Source: an optimization exercise on an open RTL-to-GDS flow (aim: small area and a short achievable clock period). Production flows keep margins and buffers that such runs may drop. RTL that was checked went through simulation tests only; none was proved equivalent to the original. No activity file was given, so power comes from the tool's default toggle rates.

## spi_wrapper
module spi_wrapper
(
  input  logic clk,
  input  logic rst_n,
  input  logic MOSI,
  output logic MISO,
  input  logic SS_n
);
  logic [9:0] frame;
  logic       rx_valid;
  logic [7:0] rd_byte;
  spi_slave SPI_INSATNCE (
    .clk        (clk),
    .rst_n      (rst_n),
    .MOSI       (MOSI),
    .SS_n       (SS_n),
    .rd_byte_i  (rd_byte),
    .frame_o    (frame),
    .rx_valid_o (rx_valid),
    .MISO       (MISO)
  );
  spi_ram RAM_INSTANCE (
    .clk        (clk),
    .rst_n      (rst_n),
    .frame_i    (frame),
    .rx_valid_i (rx_valid),
    .rd_byte_o  (rd_byte)
  );
endmodule
Size in the first run: roughly 2100 flip-flops, ~47000 µm² of cells after synthesis.
Settings: LEC_CHECK=0, CAP_MARGIN=20, CORE_MARGIN=2, CORE_UTILIZATION=72, CTS_CLUSTER_DIAMETER=60, CTS_CLUSTER_SIZE=30, SETUP_SLACK_MARGIN=3.0, SLEW_MARGIN=20; clock period 5.5 ns.
run.sh (not shown) runs the stock make flow with config.mk's settings and CLKGATE_MAP_FILE= SYNTH_SCRIPT=/design/flow/synth_recipe.tcl, a recipe that flattens the netlist after the stock synthesis.
Then changed:
CORE_UTILIZATION = 60   (was 72)
PLACE_DENSITY = 0.85   (was not set)
SETUP_SLACK_MARGIN = 3.3   (was 3.0)
The new run completed without violations.
Wire length increases by 5.8%.
Count of clock-buffer cells in the layout decreases by 2.
Hold slack loses 0.018 ns.
Clock power is higher by about 5%.
Global-route usage decreases by 3.6 points.
Register-to-register slack improved by 0.04 ns.
Final cell count climbs by about 5.3%.
Then changed:
ABC_AREA = 1   (was not set)
CORE_UTILIZATION = 72   (was 60)
CTS_CLUSTER_DIAMETER = 55   (was 60)
CTS_CLUSTER_SIZE = 28   (was 30)
PLACE_DENSITY = not set   (was 0.85)
Result: Global-route usage grows by 6.2 points. First-iteration DRC count grows by 12%. Power is higher by 3.0%. Clock power rose by 8.6%. Clock skew came out lower by 0.0045 ns. Critical path depth decreases by 2. Cell count rises by 4.1%. Setup slack is worse by 0.024 ns. Core utilization grows by 13 points. Via count climbs by 9.6%. Die area fell by 17%.

* * *

Setup of build 52:
Another version of the RTL of spi_wrapper (not shown whole).
Size in the first run: roughly 2,800 cells after synthesis, ~2,100 flip-flops, about 5 I/O pins, ~0.048 mm2 of cells after synthesis.
## spi_wrapper
module spi_wrapper
(
  input  logic clk,
  input  logic rst_n,
  input  logic MOSI,
  output logic MISO,
  input  logic SS_n
);
clock: 5.5 ns
lec_check: 0
cap_margin: 20
core_margin: 2
core_utilization: 65
cts_cluster_diameter: 60
cts_cluster_size: 30
setup_slack_margin: 3.3
slew_margin: 20
Build 52 | status: complete | timing, DRC, antenna: pass
#### Input delta (build 21 over build 52)
Settings: CTS_BUF_LIST: unset -> sky130_fd_sc_hd__clkbuf_8; CTS_CLUSTER_DIAMETER: 60 -> unset; CTS_CLUSTER_SIZE: 30 -> unset; CORE_UTILIZATION: 65 -> 40.
==> comparison <==
[compare] base=build 52 new=build 21: upper clock frequency limit now sits lower; clock network fraction of design power now sits higher; maximum level of the CTS H-tree now sits higher; layout cell share with drive strength beyond 1 now sits higher; power density over cell area now sits higher.
Build 21 against build 52: sequential power share dropped 8.8 points; wire length of the first global-routing pass climbed 1.7%; routed length on met1 dropped 1.7%; met3 track utilization from global routing climbed 0.63 points.
Build 52 was smaller in final cell area than build 21.
Across both runs, final cell count was higher for build 21 than for build 52.
What build 39 does differently from build 21 at the input level:
Settings: CTS_BUF_LIST removed (was sky130_fd_sc_hd__clkbuf_8); SETUP_SLACK_MARGIN removed (was 3.3).
## What came out
- Max share of cell area taken by flip-flops and latches across build 39 and build 21: build 39
- Compared to build 21, build 39 has standby leakage power 3.4% lower.
- The higher clock share of power of build 39 and build 21 is in build 39.
- The sequential power share in build 39 was lower than what build 21 gave.
- For the clock buffer and inverter area fraction after layout, build 39 came in 0.32 points higher than build 21 did.
- Setup WNS build 21 -> build 39: worse
What build 86 does differently from build 39 at the input level:
Settings: putting CTS_CLUSTER_DIAMETER at 60 where nothing was set; putting CTS_CLUSTER_SIZE at 30 where nothing was set; putting SETUP_SLACK_MARGIN at 3.3 where nothing was set.
==> notes.md <==
- Build 86 | stages: all done | timing, DRC, antenna: all pass
- Comparing build 86 against build 39, there is no change at all in arithmetic-cell share of the synthesized area counting full adders, half adders and majority gates.
- The detailed-route vias per instance of build 86 and that of build 39 are within noise of each other.
- | shortest clock period the worst path allows after layout | higher: build 39 |
- The register-to-register slack of build 86 is higher than that of build 39.
- Re setup slack: build 39 was lower than build 86.
- Build 86 reports its slowest stage cell on the critical path as dfrtp_1 while build 39 reports edfxtp_1.
- Transition time at the pin with the least slew margin down 0.26 ns in build 86 wrt build 39
No functional check of the RTL was part of any run of this note.

[afterwards: timing with drivers on the ports]
How much do the figures lean on ideal ports? The routed layouts below were timed once more, with nothing changed but the port constraints. Step 1: set_driving_cell puts a clkbuf_16 on clk and a buf_2 on each other input, an assumption about the parent block. Step 2 times the ports against the registers' clock, not the clock port: input delays grow and output delays shrink by t, the midpoint of the rising clock arrivals with the driver on. a / b / c = ideal ports / drivers / drivers and shift; a / b = the first two.
run | shift t [ns] | setup WS [ns] | worst register clock-pin slew, ns | worst slew at a driven data input, ns
the first run of note 1 | 0.726 | 3.049 / 2.984 / 2.912 | 0.12 / 0.12 | 0.03
the second run of note 1 | 0.732 | 3.160 / 3.147 / 3.160 | 0.11 / 0.11 | 0.03
the third run of note 1 | 0.742 | 3.136 / 3.067 / 2.746 | 0.11 / 0.11 | 0.06
build 52 | 0.732 | 3.229 / 3.163 / 3.089 | 0.11 / 0.11 | 0.04
build 21 | 0.957 | 3.036 / 2.970 / 2.533 | 0.07 / 0.07 | 0.03
build 39 | 0.823 | 2.685 / 2.685 / 2.537 | 0.07 / 0.07 | 0.03
build 86 | 0.766 | 3.208 / 3.134 / 2.734 | 0.11 / 0.11 | 0.03
After both steps setup and hold are still met in every run listed. For build 21, which loses most, drivers alone change the setup slack by -0.066 ns; drivers and shift together by -0.503 ns.
